Background: an optimization exercise with open tools, aiming at small area and a short achievable clock period. Do not read the settings as production practice.
RTL that was checked went through simulation tests only; none was proved equivalent to the original.
No activity file was given, so power comes from the tool's default toggle rates.

Setup of v6:
Design rx_dma_packetizer, start of the top module:
module rx_dma_packetizer #(
    parameter int FIFO_DEPTH    = 64,
    parameter int FRAME_SAMPLES = 256
) (
    input  logic        clk,
    input  logic        rst,
    input  logic        enable,
    input  logic        s_valid,
    input  logic [15:0] s_i,
    input  logic [15:0] s_q,
    output logic        m_axis_valid,
    input  logic        m_axis_ready,
    output logic [7:0]  m_axis_data,
    output logic        m_axis_last,
    output logic        overflow,
    output logic [15:0] drop_count,
    input  logic        clear_status
);
For scale: about 4500 cells after synthesis, about 2300 flip-flops, ~65 I/O pins.
clock: 5.0 ns
lec_check: 0
cap_margin: 20
core_margin: 2
core_utilization: 45
cts_cluster_diameter: 60
cts_cluster_size: 30
setup_slack_margin: 2.6
slew_margin: 70
tns_end_percent: 20
buffer_ports_args: -buffer_cell sky130_fd_sc_hd__buf_4
standard.sh (not shown) runs the stock make flow with config.mk's settings and CLKGATE_MAP_FILE= SYNTH_SCRIPT=/design/flow/synth_recipe.tcl, a recipe that flattens the netlist after the stock synthesis.
==> flow/flow/run.sh <==
#!/bin/bash
set -o pipefail
cp standard.sh standard.sh.orig.log
cp config.mk config.mk.orig.log
echo 'export BUFFER_PORTS_ARGS = -buffer_cell sky130_fd_sc_hd__buf_4' >> config.mk
bash standard.sh > standard.log 2>&1
Changes in v7 relative to v6:
# v6
export LEC_CHECK = 0
export CAP_MARGIN = 20
export CORE_MARGIN = 2
export CORE_UTILIZATION = 45
export CTS_CLUSTER_DIAMETER = 60
export CTS_CLUSTER_SIZE = 30
export SETUP_SLACK_MARGIN = 2.6
export SLEW_MARGIN = 70
export TNS_END_PERCENT = 20
export BUFFER_PORTS_ARGS = -buffer_cell sky130_fd_sc_hd__buf_4
create_clock -name core_clock -period 5.0 [get_ports {clk}]
# v7
export LEC_CHECK = 0
export CAP_MARGIN = 20
export CORE_MARGIN = 2
export CORE_UTILIZATION = 45
export CTS_BUF_LIST = sky130_fd_sc_hd__clkbuf_8
export CTS_CLUSTER_DIAMETER = 60
export CTS_CLUSTER_SIZE = 16
export SETUP_SLACK_MARGIN = 2.5
export SLEW_MARGIN = 20
export TNS_END_PERCENT = 20
export BUFFER_PORTS_ARGS = -buffer_cell sky130_fd_sc_hd__buf_4
create_clock -name core_clock -period 5.0 [get_ports {clk}]
Findings:
v7 finished end to end and its layout was clean on timing, DRC and antenna.
The layout multi-input combinational cell count of v7 and that of v6 are within noise of each other.
What v7 reported for number of fill cells in the layout has to be multiplied by 0.936 to get the figure for v6.
Looking at capturing element of the worst setup path, the r_hold[16] result is from v6; the r_mem[49][2] one comes from v7.
Between v6 and v7, global-route wire length before repair is lower for v7, v6 comes in above that.
Across both runs, maximum clock rate was lower for v7 than for v6.
For total placed instance area, dividing the value from v7 by the value from v6 gives 0.945.
v6 has higher clock network power share than v7.
Compared with v6, v7 shows a lower worst ir drop on vdd.
Final worst setup slack in v7 vs v6: down 0.080 ns
v7 ends up with lower post-route core utilization than v6 does.
No functional check of the RTL was part of any run of this note.

---

Another version of the RTL of rx_dma_packetizer (not shown whole).
Size in the first run: ~4500 cells after synthesis, about 2100 flip-flops, about 65 I/O pins, ~79000 um2 of cells after synthesis.
==> flow/config.mk <==
export PLATFORM = sky130hd
export DESIGN_NAME = rx_dma_packetizer
export DESIGN_NICKNAME = rx_dma_packetizer
export VERILOG_FILES = /design/flow/design.v
export SDC_FILE = /design/flow/constraint.sdc
export NUM_CORES = 4
export LEC_CHECK = 0
export CAP_MARGIN = 20
export CORE_MARGIN = 2
export CORE_UTILIZATION = 45
export SETUP_SLACK_MARGIN = 2.0
export SLEW_MARGIN = 20
==> flow/constraint.sdc <==
create_clock -name core_clock -period 5.0 [get_ports {clk}]
set_input_delay 1.0000 -clock core_clock [delete_from_list [all_inputs] [get_ports {clk}]]
set_output_delay 1.0000 -clock core_clock [all_outputs]
set_load 0.01 [all_outputs]
run.sh (not shown) runs the stock make flow with config.mk's settings and CLKGATE_MAP_FILE= SYNTH_SCRIPT=/design/flow/synth_recipe.tcl, a recipe that flattens the netlist after the stock synthesis.
Stock flow here: none of the scripts above is used.
The first run completed with no timing, DRC or antenna violations.
==> next run, changes <==
SETUP_SLACK_MARGIN = not set   (was 2.0)
After rerunning: The new run completed without violations; register-to-register slack got worse by 1.3 ns; final cell count came out lower by 3.6%; sequential share of layout area came out higher by 2.7 points; power barely changes; worst setup slack got worse by 1.3 ns; area after synthesis stays the same; count of clock-buffer cells in the layout came out lower by 12; critical path depth came out higher by 3; maximum frequency came out lower by 28%.
No run of this note included a check of the RTL's function; only the layout flow was run.

---

exp/ember:
Another version of the RTL of rx_dma_packetizer (not shown whole).
For scale: roughly 4300 cells after synthesis, about 2200 flip-flops, roughly 65 I/O pins, ~79000 um2 of cells after synthesis.
## rx_dma_packetizer
module rx_dma_packetizer #(
    parameter int FIFO_DEPTH    = 64,
    parameter int FRAME_SAMPLES = 256
) (
    input  logic        clk,
    input  logic        rst,
    input  logic        enable,
    input  logic        s_valid,
    input  logic [15:0] s_i,
    input  logic [15:0] s_q,
    output logic        m_axis_valid,
    input  logic        m_axis_ready,
    output logic [7:0]  m_axis_data,
    output logic        m_axis_last,
    output logic        overflow,
    output logic [15:0] drop_count,
    input  logic        clear_status
);
clock: 5.0 ns
lec_check: 0
cap_margin: 20
core_margin: 2
core_utilization: 60
setup_slack_margin: 2.5
slew_margin: 20
exp/ember completed end to end with timing, DRC and antenna clean.
#### Input delta (exp/delta over exp/ember)
- CORE_UTILIZATION changed from 60 to 45
Notes after the runs:
Re count of flip-flops with a built-in enable after synthesis: no difference whatsoever between exp/ember and exp/delta. Area of the die, exp/ember and exp/delta, higher one = exp/delta. Clock period minus final worst setup slack is lower on exp/delta. Comparing exp/ember and exp/delta, the lower post-layout utilization of the core was measured on exp/delta. Cell area after layout ended up about 2% higher on exp/delta than on exp/ember. [compare] base=exp/ember new=exp/delta: combinational power lower; total global routing track utilization went down 12 points; number of buffers inserted by post-CTS setup repair went up; fraction of area in multi-input gates dropped 0.42 points. Part of the power in the clock network ended up 0.8 points higher on exp/delta than on exp/ember. Looking at wire length, exp/delta sits 3.6% above exp/ember.
The inputs of exp/lagoon differ from those of exp/delta as listed below.
- CTS_CLUSTER_DIAMETER newly set to 60
- CTS_CLUSTER_SIZE newly set to 30
==> comparison <==
Sequential portion of the cell area delta for exp/lagoon relative to exp/delta: 2.3 points higher. Comparing minimum period implied by the final worst setup slack for exp/delta and exp/lagoon, the bigger number came from exp/delta. Compared with exp/delta, exp/lagoon shows summed area of non-filler cells in the final layout lower by 3100 um2. NOTE post-CTS resize count exp/delta->exp/lagoon decreased by more than 10%. On combinational power, exp/delta and exp/lagoon are neck and neck. exp/lagoon consumes less power than exp/delta does. Worst setup slack for exp/lagoon: 0.010 ns up relative to exp/delta. In exp/lagoon, the synthesis-to-finish area growth came out 3.9 points below the value in exp/delta. The combinational share of power in exp/lagoon was higher than what exp/delta gave.
No functional check of the RTL was part of any run of this note.

---

v36:
rx_dma_packetizer, a different RTL version from the one above (not shown whole).
Size in the first run: ~4300 cells after synthesis, ~2200 flip-flops, ~65 I/O pins, about 80000 um2 of cells after synthesis.
==> flow/config.mk <==
export PLATFORM = sky130hd
export DESIGN_NAME = rx_dma_packetizer
export DESIGN_NICKNAME = rx_dma_packetizer
export VERILOG_FILES = /design/flow/design.v
export SDC_FILE = /design/flow/constraint.sdc
export NUM_CORES = 4
export LEC_CHECK = 0
export CAP_MARGIN = 20
export CORE_MARGIN = 2
export CORE_UTILIZATION = 45
export CTS_BUF_LIST = sky130_fd_sc_hd__clkbuf_8
export CTS_CLUSTER_DIAMETER = 60
export CTS_CLUSTER_SIZE = 16
export SETUP_SLACK_MARGIN = 2.5
export SLEW_MARGIN = 70
export TNS_END_PERCENT = 20
export BUFFER_PORTS_ARGS = -buffer_cell sky130_fd_sc_hd__buf_4
==> flow/constraint.sdc <==
create_clock -name core_clock -period 5.0 [get_ports {clk}]
set_input_delay 1.0000 -clock core_clock [delete_from_list [all_inputs] [get_ports {clk}]]
set_output_delay 1.0000 -clock core_clock [all_outputs]
set_load 0.01 [all_outputs]
standard.sh (not shown) runs the stock make flow with config.mk's settings and CLKGATE_MAP_FILE= SYNTH_SCRIPT=/design/flow/synth_recipe.tcl, a recipe that flattens the netlist after the stock synthesis.
Scripts as last shown in full above: flow/flow/run.sh
diff inputs: v36 => v31
# v36
export LEC_CHECK = 0
export CAP_MARGIN = 20
export CORE_MARGIN = 2
export CORE_UTILIZATION = 45
export CTS_BUF_LIST = sky130_fd_sc_hd__clkbuf_8
export CTS_CLUSTER_DIAMETER = 60
export CTS_CLUSTER_SIZE = 16
export SETUP_SLACK_MARGIN = 2.5
export SLEW_MARGIN = 70
export TNS_END_PERCENT = 20
export BUFFER_PORTS_ARGS = -buffer_cell sky130_fd_sc_hd__buf_4
create_clock -name core_clock -period 5.0 [get_ports {clk}]
# v31
export LEC_CHECK = 0
export CAP_MARGIN = 20
export CORE_MARGIN = 2
export CORE_UTILIZATION = 45
export CTS_CLUSTER_DIAMETER = 60
export CTS_CLUSTER_SIZE = 30
export SETUP_SLACK_MARGIN = 2.5
export SLEW_MARGIN = 20
export BUFFER_PORTS_ARGS = -buffer_cell sky130_fd_sc_hd__buf_4
create_clock -name core_clock -period 5.0 [get_ports {clk}]
Notes after the runs:
- Re area after synthesis: no difference whatsoever between v31 and v36.
- v36 → v31: clock skew dropped 3.7 ps; share of total power in combinational logic fell by 1.9 points.
Relative to v31, the following input files were edited for v23:
# v31
export LEC_CHECK = 0
export CAP_MARGIN = 20
export CORE_MARGIN = 2
export CORE_UTILIZATION = 45
export CTS_CLUSTER_DIAMETER = 60
export CTS_CLUSTER_SIZE = 30
export SETUP_SLACK_MARGIN = 2.5
export SLEW_MARGIN = 20
export BUFFER_PORTS_ARGS = -buffer_cell sky130_fd_sc_hd__buf_4
create_clock -name core_clock -period 5.0 [get_ports {clk}]
# v23
export LEC_CHECK = 0
export CAP_MARGIN = 20
export CORE_MARGIN = 2
export CORE_UTILIZATION = 45
export CTS_BUF_LIST = sky130_fd_sc_hd__clkbuf_8
export CTS_CLUSTER_DIAMETER = 60
export CTS_CLUSTER_SIZE = 16
export SETUP_SLACK_MARGIN = 2.6
export SLEW_MARGIN = 20
export TNS_END_PERCENT = 10
export BUFFER_PORTS_ARGS = -buffer_cell sky130_fd_sc_hd__buf_4
create_clock -name core_clock -period 5.0 [get_ports {clk}]
Findings:
Summary: with v31 as the reference, TritonCTS buffer count in v23 moved up by more than 10%. Count of clock-buffer cells in the layout, v23 and v31, higher one = v23. Re mean routed wirelength per cell: v31 was higher than v23. Re area of the core region: no difference whatsoever between v23 and v31. Diff v31 -> v23: logic depth of the worst path, buffers included decreased 3; via count increased 696; combinational power share increased 1.3 points; weighted congestion at the end of routability-driven global placement decreased about 0.46%; via count of the first global-routing pass increased 586.

---

rx_dma_packetizer again, from the RTL that the note above started with.
==> flow/design.v (excerpt) <==
module rx_dma_packetizer #(
    parameter int FIFO_DEPTH    = 64,
    parameter int FRAME_SAMPLES = 256
) (
    input  logic        clk,
    input  logic        rst,
    input  logic        enable,
    input  logic        s_valid,
    input  logic [15:0] s_i,
    input  logic [15:0] s_q,
    output logic        m_axis_valid,
    input  logic        m_axis_ready,
    output logic [7:0]  m_axis_data,
    output logic        m_axis_last,
    output logic        overflow,
    output logic [15:0] drop_count,
    input  logic        clear_status
);
==> flow/config.mk <==
export PLATFORM = sky130hd
export DESIGN_NAME = rx_dma_packetizer
export DESIGN_NICKNAME = rx_dma_packetizer
export VERILOG_FILES = /design/flow/design.v
export SDC_FILE = /design/flow/constraint.sdc
export NUM_CORES = 4
export LEC_CHECK = 0
export CAP_MARGIN = 20
export CORE_MARGIN = 2
export CORE_UTILIZATION = 45
export CTS_CLUSTER_DIAMETER = 60
export CTS_CLUSTER_SIZE = 30
export SETUP_SLACK_MARGIN = 2.5
export SLEW_MARGIN = 20
export TNS_END_PERCENT = 20
export BUFFER_PORTS_ARGS = -buffer_cell sky130_fd_sc_hd__buf_4
==> flow/constraint.sdc <==
create_clock -name core_clock -period 5.0 [get_ports {clk}]
set_input_delay 1.0000 -clock core_clock [delete_from_list [all_inputs] [get_ports {clk}]]
set_output_delay 1.0000 -clock core_clock [all_outputs]
set_load 0.01 [all_outputs]
Scripts as last shown in full above: flow/flow/run.sh
The baseline produced a clean layout.
Rerun with:
CTS_BUF_LIST = sky130_fd_sc_hd__clkbuf_8   (was not set)
CTS_CLUSTER_SIZE = 16   (was 30)
Outcome:
- The changed run completed with no timing, DRC or antenna violations
- hold slack degrades by 0.11 ns
- sequential cell count does not change
- via count increases by 0.31%
- critical path depth fell by 3
- final area goes down by 1.8%
- worst setup slack improves by 0.043 ns
Rerun with:
==> flow/run.sh (new file) <==
#!/bin/bash
# synth_recipe.tcl (not shown) runs the flow's synth.tcl, then flattens the netlist and writes it again
# the make line also repeats each setting of config.mk as NAME=value (left out here)
make -C /OpenROAD-flow-scripts/flow DESIGN_CONFIG=/design/flow/config.mk WORK_HOME=/design/flow/orfs CLKGATE_MAP_FILE= SYNTH_SCRIPT=/design/flow/synth_recipe.tcl finish
BUFFER_PORTS_ARGS = not set   (was -buffer_cell sky130_fd_sc_hd__buf_4)
TNS_END_PERCENT = not set   (was 20)
removed: flow/flow/run.sh
removed: flow/standard.sh
=> The new run finished with timing, DRC and antenna clean; routed wire length went up by 0.63%; maximum frequency went up by 0.32%; count of clock-buffer cells in the layout went down by 1; cell area went up by 0.57%; clock skew went down by 0.013 ns.
Rerun with:
CTS_BUF_LIST = not set   (was sky130_fd_sc_hd__clkbuf_8)
CTS_CLUSTER_SIZE = 30   (was 16)
The new run completed with no timing, DRC or antenna violations.
Wire length decreases by 0.49%.
Worst setup slack is worse by 0.015 ns.
Sequential share of layout area decreases by 1.2 points.
Rerun with:
CTS_BUF_LIST = sky130_fd_sc_hd__clkbuf_8   (was not set)
CTS_CLUSTER_SIZE = 16   (was 30)
TNS_END_PERCENT = 20   (was not set)
After rerunning:
- setup slack got worse by 0.015 ns
- clock power drops by 24%
- total power is lower by 8.4%
- area after synthesis does not change
- sequential power hardly moves

---

The RTL this note starts from:
==> flow/design.v <==
`default_nettype none
module rx_dma_packetizer #(
    parameter int FIFO_DEPTH    = 64,
    parameter int FRAME_SAMPLES = 256
) (
    input  logic        clk,
    input  logic        rst,
    input  logic        enable,
    input  logic        s_valid,
    input  logic [15:0] s_i,
    input  logic [15:0] s_q,
    output logic        m_axis_valid,
    input  logic        m_axis_ready,
    output logic [7:0]  m_axis_data,
    output logic        m_axis_last,
    output logic        overflow,
    output logic [15:0] drop_count,
    input  logic        clear_status
);
    localparam logic [1:0] c_ST_IDLE = 2'd0;
    localparam logic [1:0] c_ST_RUN  = 2'd1;
    localparam logic [1:0] c_ST_PAD  = 2'd2;
    logic [1:0]  r_state;
    logic [7:0]  r_wr_pos;       
    logic [7:0]  r_rd_pos;       
    logic [31:0] r_mem [0:63];
    logic        r_valid;
    logic [1:0]  r_byte_idx;
    logic [7:0]  r_data;
    logic [23:0] r_hold;
    logic        r_last;
    logic        r_overflow;
    logic [15:0] r_drop_count;
    wire w_lo_eq   = (r_wr_pos[5:0] == r_rd_pos[5:0]);
    wire w_hi_eq   = (r_wr_pos[7:6] == r_rd_pos[7:6]);
    logic r_full;                
    wire w_full    = r_full;
    wire w_empty   = w_lo_eq && w_hi_eq;
    wire w_run_acc    = (r_state == c_ST_RUN) && enable;
    wire w_in_pad     = (r_state == c_ST_PAD);
    wire w_frame_last = (r_wr_pos == 8'hFF);
    wire w_pad_write  = w_in_pad && !w_full;
    wire w_push       = (w_run_acc && s_valid && !w_full) || w_pad_write;
    wire w_drop       = w_run_acc && s_valid && w_full;
    wire w_hs      = r_valid && m_axis_ready;
    wire w_pop     = !w_empty && (!r_valid || (w_hs && (r_byte_idx == 2'd3)));
    always_ff @(posedge clk) begin
        if (rst) begin
            r_state <= c_ST_IDLE;
        end else begin
            case (r_state)
                c_ST_IDLE: if (enable) r_state <= c_ST_RUN;
                c_ST_RUN:  if (!enable) r_state <= (r_wr_pos == 8'd0) ? c_ST_IDLE : c_ST_PAD;
                c_ST_PAD:  if (w_pad_write && w_frame_last) r_state <= c_ST_IDLE;
                default:   r_state <= c_ST_IDLE;
            endcase
        end
    end
    logic [63:0] w_wr_sel;
    logic [63:0] w_rd_sel;
    logic [63:0] r_rd_sel;       
    logic [7:0]  r_wr_lo;        
    logic [7:0]  r_wr_hi;        
    logic [31:0] w_wr_data;
    logic [31:0] w_rd_data;
    always_comb begin
        for (int k = 0; k < 64; k++) begin
            w_wr_sel[k] = r_wr_lo[k % 8] && r_wr_hi[k / 8];
        end
    end
    assign w_rd_sel  = r_rd_sel;
    assign w_wr_data = w_in_pad ? 32'd0 : {s_q, s_i};
    always_ff @(posedge clk) begin
        for (int k = 0; k < 64; k++) begin
            if (w_wr_sel[k] && !w_full) r_mem[k] <= w_wr_data;
        end
    end
    always_comb begin
        w_rd_data = '0;
        for (int k = 0; k < 64; k++) begin
            w_rd_data = w_rd_data | ({32{w_rd_sel[k]}} & r_mem[k]);
        end
    end
    always_ff @(posedge clk) begin
        if (rst) begin
            r_wr_pos <= '0;
            r_rd_pos <= '0;
        end else begin
            if (w_push) r_wr_pos <= r_wr_pos + 8'd1;
            if (w_pop)  r_rd_pos <= r_rd_pos + 8'd1;
        end
    end
    wire w_count_63 = ((r_wr_pos + 8'd1 - r_rd_pos) == 8'd64);
    always_ff @(posedge clk) begin
        if (rst) begin
            r_full <= 1'b0;
        end else if (w_pop) begin
            r_full <= 1'b0;
        end else if (w_push) begin
            r_full <= w_count_63;
        end
    end
    always_ff @(posedge clk) begin
        if (rst) begin
            r_wr_lo <= 8'd1;
            r_wr_hi <= 8'd1;
        end else if (w_push) begin
            r_wr_lo <= {r_wr_lo[6:0], r_wr_lo[7]};
            if (r_wr_lo[7]) r_wr_hi <= {r_wr_hi[6:0], r_wr_hi[7]};
        end
    end
    always_ff @(posedge clk) begin
        if (rst) begin
            r_rd_sel <= 64'd1;
        end else if (w_pop) begin
            r_rd_sel <= {r_rd_sel[62:0], r_rd_sel[63]};
        end
    end
    always_ff @(posedge clk) begin
        if (rst) begin
            r_valid    <= 1'b0;
            r_byte_idx <= 2'd0;
            r_last     <= 1'b0;
        end else begin
            if (w_pop)
                r_valid <= 1'b1;
            else if (w_hs && (r_byte_idx == 2'd3))
                r_valid <= 1'b0;
            if (w_hs) begin
                r_byte_idx <= r_byte_idx + 2'd1;
                r_last     <= (r_byte_idx == 2'd2) && (r_rd_pos == 8'd0);
            end
        end
    end
    wire w_take_new = !r_valid || (r_byte_idx == 2'd3);
    logic [7:0] w_next_byte;
    always_comb begin
        case (r_byte_idx)
            2'd0:    w_next_byte = r_hold[7:0];
            2'd1:    w_next_byte = r_hold[15:8];
            default: w_next_byte = r_hold[23:16];
        endcase
    end
    always_ff @(posedge clk) begin
        if (w_pop || w_hs) begin
            r_data <= w_take_new ? w_rd_data[7:0] : w_next_byte;
        end
        if (w_pop) begin
            r_hold <= w_rd_data[31:8];
        end
    end
    assign m_axis_data  = r_data;
    assign m_axis_last  = r_last;
    assign m_axis_valid = r_valid;
    always_ff @(posedge clk) begin
        if (rst) begin
            r_overflow   <= 1'b0;
            r_drop_count <= 16'd0;
        end else if (w_drop) begin
            r_overflow   <= 1'b1;
            r_drop_count <= clear_status ? 16'd1 :
                            (&r_drop_count) ? r_drop_count : r_drop_count + 16'd1;
        end else if (clear_status) begin
            r_overflow   <= 1'b0;
            r_drop_count <= 16'd0;
        end
    end
    assign overflow   = r_overflow;
    assign drop_count = r_drop_count;
endmodule
`default_nettype wire
export LEC_CHECK = 0
export CAP_MARGIN = 20
export CORE_MARGIN = 2
export CORE_UTILIZATION = 45
export CTS_CLUSTER_DIAMETER = 60
export CTS_CLUSTER_SIZE = 30
export SETUP_SLACK_MARGIN = 2.2
export SLEW_MARGIN = 20
create_clock -name core_clock -period 5.0 [get_ports {clk}]
run.sh (not shown) runs the stock make flow with config.mk's settings and CLKGATE_MAP_FILE= SYNTH_SCRIPT=/design/flow/synth_recipe.tcl, a recipe that flattens the netlist after the stock synthesis.
Stock flow here: none of the scripts above is used.
The baseline completed without violations.
Rerun with:
--- a/flow/config.mk
+++ b/flow/config.mk
@@ -13 +13 @@
-export SETUP_SLACK_MARGIN = 2.2
+export SETUP_SLACK_MARGIN = 2.8
After rerunning:
- cell area grows by a few percent
- utilization went up by 3.4 points
- synthesized cell count does not change
- clock skew hardly moves
- combinational power is higher by about a fifth
- register-to-register slack improves by 0.62 ns
- die area stays the same
- worst hold slack is about the same
- final cell count rises by a few percent

## port drivers added, routing unchanged
The flow's constraints put no driver on any port. The routed layouts listed below were extracted and timed again, unchanged, in two steps.
Step 1 sets driving cells, clkbuf_16 on the clock port and buf_2 on the other inputs (assumed; they add their load-dependent delay and slew).
Step 2 also shifts input and output timing later by t, the mid clock arrival at the registers, as if the neighbouring blocks saw the same clock.
Three values: no drivers, after step 1, after step 2; two values: the first two.
| run | shift t [ns] | setup WS [ns] | worst setup path at the end |
|---|---|---|---|
| v6 | 0.924 | 2.307 / 2.307 / 1.920 | input to register |
| v7 | 1.048 | 2.227 / 2.227 / 1.868 | input to register |
| the first run of note 2 | 0.938 | 1.752 / 1.752 / 1.371 | input to register |
| the second run of note 2 | 0.945 | 0.483 / 0.483 / 0.483 | register to register |
| exp/ember | 0.909 | 2.286 / 2.286 / 1.701 | input to register |
| exp/delta | 0.942 | 2.374 / 2.335 / 1.694 | input to register |
| exp/lagoon | 0.890 | 2.384 / 2.368 / 1.664 | input to register |
| v36 | 1.030 | 2.398 / 2.388 / 1.818 | input to register |
| v31 | 0.893 | 2.408 / 2.408 / 2.227 | input to register |
| v23 | 1.036 | 2.365 / 2.365 / 2.301 | input to register |
| the first run of note 5 | 0.889 | 2.321 / 2.321 / 2.224 | input to register |
| the second run of note 5 | 1.013 | 2.363 / 2.359 / 2.237 | input to register |
| the third run of note 5 | 1.044 | 2.372 / 2.346 / 1.741 | input to register |
| the fourth run of note 5 | 0.881 | 2.356 / 2.356 / 1.708 | input to register |
| the fifth run of note 5 | 1.044 | 2.341 / 2.341 / 1.747 | input to register |
| the first run of note 6 | 0.897 | 1.974 / 1.974 / 1.599 | input to register |
| the second run of note 6 | 0.889 | 2.465 / 2.381 / 2.033 | input to register |
After both steps every run listed still meets setup and hold. The setup slack of exp/lagoon, which loses most, moves by -0.016 ns with the drivers and by -0.720 ns with both steps.
